Source: an optimization exercise on an open RTL-to-GDS flow (aim: small area). Production flows keep margins and buffers that such runs may drop. At most, simulation tests tie the RTL to the original design; equivalence was not proved. The clock port is modelled as an ideal driver; clocking choices that lean on that would not hold on a real chip.

==> run Y: inputs <==
// pellet_tracker
module pellet_tracker (
  input  logic        clk,
  input  logic        rst_n,
  input  logic        frame_tick,
  input  logic        level_start,
  input  logic [9:0]  pm_xpos,
  input  logic [9:0]  pm_ypos,
  output logic [9:0]  rom_addr,
  input  logic [1:0]  rom_pellet,
  output logic        busy,
  output logic        eat_pulse,
  output logic [15:0] score,
  output logic [9:0]  pellets_left,
  output logic        level_clear,
  output logic        power_active
);
  pacman_pkg::state_t state;
  logic [3:0] trip;       
  logic [2:0] grp;        
  logic [2:0] pos;        
  logic [1:0] when;       
  logic [1:0] ph;         
  logic [6:0] acc;        
  function automatic logic [9:0] unpack3(input logic [7:0] v);
    case (v)
      8'd0: unpack3 = 10'b0000000000;
      8'd1: unpack3 = 10'b0000000001;
      8'd2: unpack3 = 10'b0000000010;
      8'd3: unpack3 = 10'b0000000100;
      8'd4: unpack3 = 10'b0000000101;
      8'd5: unpack3 = 10'b0000000110;
      8'd6: unpack3 = 10'b0000001000;
      8'd7: unpack3 = 10'b0000001001;
      8'd8: unpack3 = 10'b0000001010;
      8'd9: unpack3 = 10'b0000010000;
      8'd10: unpack3 = 10'b0000010001;
      8'd11: unpack3 = 10'b0000010010;
      8'd12: unpack3 = 10'b0000010100;
      8'd13: unpack3 = 10'b0000010101;
  ...
clock: 10.0 ns
lec_check: 0
abc_area: 1
cap_margin: 20
core_margin: 2
core_utilization: 65
cts_buf_list: sky130_fd_sc_hd__clkbuf_16
cts_cluster_diameter: 60
cts_cluster_size: 30
gpl_timing_driven: 0
place_density: 0.75
setup_slack_margin: 0.15
slew_margin: 20
synth_hierarchical: 1
run.sh (not shown) runs the stock make flow with config.mk's settings and CLKGATE_MAP_FILE= SYNTH_SCRIPT=/design/flow/synth_recipe.tcl, a recipe that flattens the netlist after the stock synthesis.
==> run B: changes against run Y <==
--- a/flow/design.v
+++ b/flow/design.v
@@ -14,52 +14,81 @@
   typedef enum logic [1:0] {INIT, IDLE, RD, EAT} state_t;
 endpackage
 module pellet_ram (
   input  logic       clk,
   input  logic       we,
   input  logic [3:0] trip,
   input  logic [2:0] grp,
+  input  logic       pol,
   input  logic [7:0] wd,
   output logic [7:0] rd
 );
-  logic [127:0][7:0] tap;
-  logic [127:0] hot;
-  for (genvar t = 0; t < pacman_pkg::N_TRIPS; t++) begin : g_trip
-    for (genvar g = 0; g < pacman_pkg::N_GROUPS; g++) begin : g_grp
-      localparam int W = g == 0 ? 5 : 8;
-      logic sel;
-      logic [W-1:0] a;
-      assign hot[t*8+g] = trip == 4'(t) && grp == 3'(g);
-      assign sel = we && hot[t*8+g];
-      if (t < pacman_pkg::N_TRIPS - 1) begin : g_ring
-        logic [W-1:0] b, c;
-        always_ff @(posedge clk) begin
-          a <= sel ? wd[W-1:0] : c;
-          b <= a;
-          c <= b;
-        end
-        assign tap[t*8+g] = 8'(c);
-      end else begin : g_flat
-        always_ff @(posedge clk)
-          if (sel) a <= wd[W-1:0];
-        assign tap[t*8+g] = 8'(a);
-      end
-    end
+  localparam int NT = pacman_pkg::N_TRIPS - 1;   
+  localparam int NR = NT * pacman_pkg::N_GROUPS + 2;
+  logic [NR-1:0][7:0] tap;
+  logic [NR-1:0] hot;
+  logic [7:0] rdx;
+  logic [3:0][7:0] wdq;
+  for (genvar q = 0; q < 4; q++) begin : g_quarter
+    pellet_pol u_pol (.wd(wd), .pol(pol), .wdx(wdq[q]));
   end
-  for (genvar i = 0; i < 128; i++) begin : g_unused
-    if (i / 8 >= pacman_pkg::N_TRIPS || i % 8 >= pacman_pkg::N_GROUPS) begin : g_z
-      assign tap[i] = '0;
-      assign hot[i] = 1'b0;
+  logic [NR-1:0] sel, keep;
+  pellet_dec #(.NT(NT), .NR(NR)) u_dec (.we(we), .trip(trip), .grp(grp), .hot(hot), .sel(sel), .keep(keep));
+  for (genvar r = 0; r < NR; r++) begin : g_ring
+    localparam int T = r < NT * pacman_pkg::N_GROUPS ? r / pacman_pkg::N_GROUPS : NT;
+    localparam int G = r < NT * pacman_pkg::N_GROUPS ? r % pacman_pkg::N_GROUPS : r - NT * pacman_pkg::N_GROUPS;
+    localparam int W = T < NT && G == 0 ? 5 : 8;
+    logic [W-1:0] a, b, c;
+    always_ff @(posedge clk) begin
+      a <= ~((c | {W{sel[r]}}) & (wdq[r / 16][W-1:0] | {W{keep[r]}}));   
+      b <= a;
+      c <= b;
+    end
+    if (W == 8) begin : g_w8
+      assign tap[r] = c;
+    end else begin : g_w5
+      assign tap[r] = {{(8 - W){pol}}, c};   
     end
   end
   always_comb begin
-    rd = '0;
-    for (int i = 0; i < 128; i++) rd = rd | (tap[i] & {8{hot[i]}});
+    rdx = '0;
+    for (int i = 0; i < NR; i++) rdx = rdx | (tap[i] & {8{hot[i]}});
+  end
+  assign rd = rdx ^ {8{pol}};
+endmodule
+module pellet_dec #(
+  parameter int NT = 10,
+  parameter int NR = 62
+) (
+  input  logic          we,
+  input  logic [3:0]    trip,
+  input  logic [2:0]    grp,
+  output logic [NR-1:0] hot,
+  output logic [NR-1:0] sel,
+  output logic [NR-1:0] keep
+);
+  assign sel = {NR{we}} & hot;
+  assign keep = ~sel;
+  for (genvar r = 0; r < NR; r++) begin : g_hot
+    localparam int T = r < NT * pacman_pkg::N_GROUPS ? r / pacman_pkg::N_GROUPS : NT;
+    localparam int G = r < NT * pacman_pkg::N_GROUPS ? r % pacman_pkg::N_GROUPS : r - NT * pacman_pkg::N_GROUPS;
+    if (T < NT) begin : g_col
+      assign hot[r] = trip == 4'(T) && grp == 3'(G);
+    end else begin : g_last
+      assign hot[r] = trip == 4'(T) && (grp >= 3'd3) == (G == 1);
+    end
   end
 endmodule
+module pellet_pol (
+  input  logic [7:0] wd,
+  input  logic       pol,
+  output logic [7:0] wdx
+);
+  assign wdx = wd ^ {8{pol}};
+endmodule
 module pellet_tracker (
   input  logic        clk,
   input  logic        rst_n,
   input  logic        frame_tick,
   input  logic        level_start,
   input  logic [9:0]  pm_xpos,
   input  logic [9:0]  pm_ypos,
@@ -74,14 +103,15 @@
 );
   pacman_pkg::state_t state;
   logic [3:0] trip;       
   logic [2:0] grp;        
   logic [2:0] pos;        
   logic [1:0] when;       
   logic [1:0] ph;         
+  logic       pol;        
   logic [6:0] acc;        
   function automatic logic [9:0] unpack3(input logic [7:0] v);
     case (v)
       8'd0: unpack3 = 10'b0000000000;
       8'd1: unpack3 = 10'b0000000001;
       8'd2: unpack3 = 10'b0000000010;
       8'd3: unpack3 = 10'b0000000100;
@@ -429,29 +459,29 @@
   end
   always_comb begin
     case ({a_ph, ph})
       {2'd0, 2'd0}, {2'd1, 2'd1}, {2'd2, 2'd2}: a_when = 2'd0;
       {2'd1, 2'd0}, {2'd2, 2'd1}, {2'd0, 2'd2}: a_when = 2'd1;
       default: a_when = 2'd2;
     endcase
-    if (a_trip == 4'd10) a_when = 2'd0;
   end
   assign look = state == pacman_pkg::IDLE && frame_tick && accept;
   logic [3:0] m_trip;
   logic [2:0] m_grp, m_pos;
   logic [7:0] m_rd, m_wd, m_new, pw;
   logic [1:0] digit, eat_digit, rom_cell;
   logic m_we, tap_now, load_done, word_done;
   logic [7:0] word_in;
   assign m_trip = state == pacman_pkg::IDLE ? a_trip : trip;
   assign m_grp  = state == pacman_pkg::IDLE ? a_grp : grp;
   assign m_pos  = state == pacman_pkg::IDLE ? a_pos : pos;
   pellet_ram u_ram (
     .clk  (clk),
     .we   (m_we),
+    .pol  (pol),
     .trip (m_trip),
     .grp  (m_grp),
     .wd   (m_wd),
     .rd   (m_rd)
   );
   logic [9:0] dg;
   assign dg = unpack3(m_rd);
@@ -460,18 +490,15 @@
       3'd0: begin digit = dg[9:8]; pw = 8'd81; end
       3'd1: begin digit = dg[7:6]; pw = 8'd27; end
       3'd2: begin digit = dg[5:4]; pw = 8'd9; end
       3'd3: begin digit = dg[3:2]; pw = 8'd3; end
       default: begin digit = dg[1:0]; pw = 8'd1; end
     endcase
   end
-  logic [7:0] sub1, sub2;
-  assign sub1 = m_rd - pw;
-  assign sub2 = m_rd - {pw[6:0], 1'b0};
-  assign m_new = digit[1] ? sub2 : digit[0] ? sub1 : m_rd;
+  assign m_new = m_rd - (digit[1] ? {pw[6:0], 1'b0} : digit[0] ? pw : 8'd0);
   assign tap_now = look ? a_when == 2'd0
                  : state == pacman_pkg::RD ? when == 2'd1
                  : state == pacman_pkg::EAT && when == 2'd2;
   assign rom_cell = rom_pellet == 2'b11 ? pacman_pkg::CELL_NONE : rom_pellet;
   assign word_in = 8'(acc) * 8'd3 + 8'(rom_cell);
   assign word_done = pos == 3'd4;
   assign load_done = word_done && trip == 4'd10 && grp == 3'd5;
@@ -495,22 +522,25 @@
       pacman_pkg::IDLE: if (frame_tick && accept) state <= pacman_pkg::RD;
       pacman_pkg::RD:   state <= pacman_pkg::EAT;
       default:          state <= pacman_pkg::IDLE;
     endcase
   always_ff @(posedge clk)
     if (busy && pos == 3'd5) ph <= 2'd1;
     else ph <= ph == 2'd2 ? 2'd0 : ph + 2'd1;
+  always_ff @(posedge clk)
+    if (busy && pos == 3'd5) pol <= 1'b0;
+    else if (ph == 2'd2) pol <= ~pol;
   always_ff @(posedge clk or negedge rst_n)
     if (!rst_n) pos <= 3'd5;
     else if (level_start) pos <= 3'd5;
     else if (busy) begin
       if (pos == 3'd5 || (word_done && grp == 3'd5)) pos <= 3'd2;
       else if (word_done) pos <= 3'd0;
       else pos <= pos + 3'd1;
-    end else if (look) pos <= a_pos;
+    end else if (state == pacman_pkg::IDLE) pos <= a_pos;
   always_ff @(posedge clk)
     if (!level_start) begin
       if (busy) begin
         if (pos == 3'd5) begin
           trip <= '0;
           grp <= '0;
           when <= '0;
@@ -519,19 +549,19 @@
           acc <= '0;
           grp <= grp == 3'd5 ? 3'd0 : grp + 3'd1;
           if (grp == 3'd5) begin
             when <= when == 2'd2 ? 2'd0 : when + 2'd1;
             if (when == 2'd2) trip <= trip + 4'd1;
           end
         end else acc <= 7'(word_in);
-      end else if (look) begin
+      end else if (state == pacman_pkg::IDLE) begin
         trip <= a_trip;
         grp <= a_grp;
         when <= a_when;
-        if (a_when == 2'd0) acc[1:0] <= digit;
+        acc[1:0] <= digit;
       end else if (state == pacman_pkg::RD && when == 2'd1) acc[1:0] <= digit;
     end
   always_ff @(posedge clk or negedge rst_n)
     if (!rst_n) begin
       rom_addr <= '0;
       score <= '0;
       pellets_left <= '0;
==> flow/flow/run.sh (new file) <==
#!/bin/bash
set -euo pipefail
CTS="-sink_clustering_enable -repair_clock_nets -dont_use_dummy_load -sink_clustering_size 30 -sink_clustering_max_diameter 90 -buf_list sky130_fd_sc_hd__clkbuf_16"
bash standard.sh "CTS_ARGS=$CTS" "REMOVE_ABC_BUFFERS=1" "BUFFER_PORTS_ARGS=-buffer_cell sky130_fd_sc_hd__buf_2" finish > flow_make.log 2>&1
==> flow/standard.sh (new file) <==
#!/bin/bash
# synth_recipe.tcl (not shown) runs the flow's synth.tcl, then flattens the netlist and writes it again
# the make line also repeats each setting of config.mk as NAME=value (left out here)
make -C /OpenROAD-flow-scripts/flow DESIGN_CONFIG=/design/flow/config.mk WORK_HOME=/design/flow/orfs CLKGATE_MAP_FILE= SYNTH_SCRIPT=/design/flow/synth_recipe.tcl "${@:-finish}"
removed: flow/run.sh
==> flow_summary.json <==
{
  "status": "complete, no violations",
  "fmax_mhz": 105,
  "path_buf_inv": 7,
  "grt_pass1_vias": 28400
}
the above is filed under run B

==> flow_summary.json <==
{
  "fmax_mhz": 108,
  "path_buf_inv": 11,
  "grt_pass1_vias": 30000,
  "dr_wl_met3_mm": 9.25,
  "p_clk_mw": 3.42,
  "status": "complete, no violations",
  "switchingPower_mw": 6.90
}
the above is filed under run Y

Function not checked in run Y: the RTL went through the layout flow alone.

==> separate check: timing with driven ports <==
In the flow no input, the clock included, has a driving cell. The finished layouts below were timed again as built, in two steps.
Step 1 (the two cells are an assumption about what drives the block):
set clk [get_ports {clk}]
set_driving_cell -lib_cell sky130_fd_sc_hd__clkbuf_16 $clk
set_driving_cell -lib_cell sky130_fd_sc_hd__buf_2 [delete_from_list [all_inputs] $clk]
Step 2, shift: input delay + t, output delay - t, t = (earliest + latest rising clock arrival at the registers) / 2. This alone moves slack from input paths to output paths.
a / b / c = ideal ports / drivers / drivers and shift; a / b = the first two.
run | shift t [ns] | setup slack, ns | worst setup path at the end | slew at the worst register clock pin (ns)
run Y | 0.712 | 0.777 / 0.818 / 0.106 | input to register | 0.11 / 0.11
run B | 0.685 | 0.493 / 0.532 / -0.153 | input to register | 0.11 / 0.11
With both steps, setup timing fails in run B, where it was met with ideal ports. For run Y, which loses most, drivers alone change the setup slack by +0.041 ns; drivers and shift together by -0.671 ns.
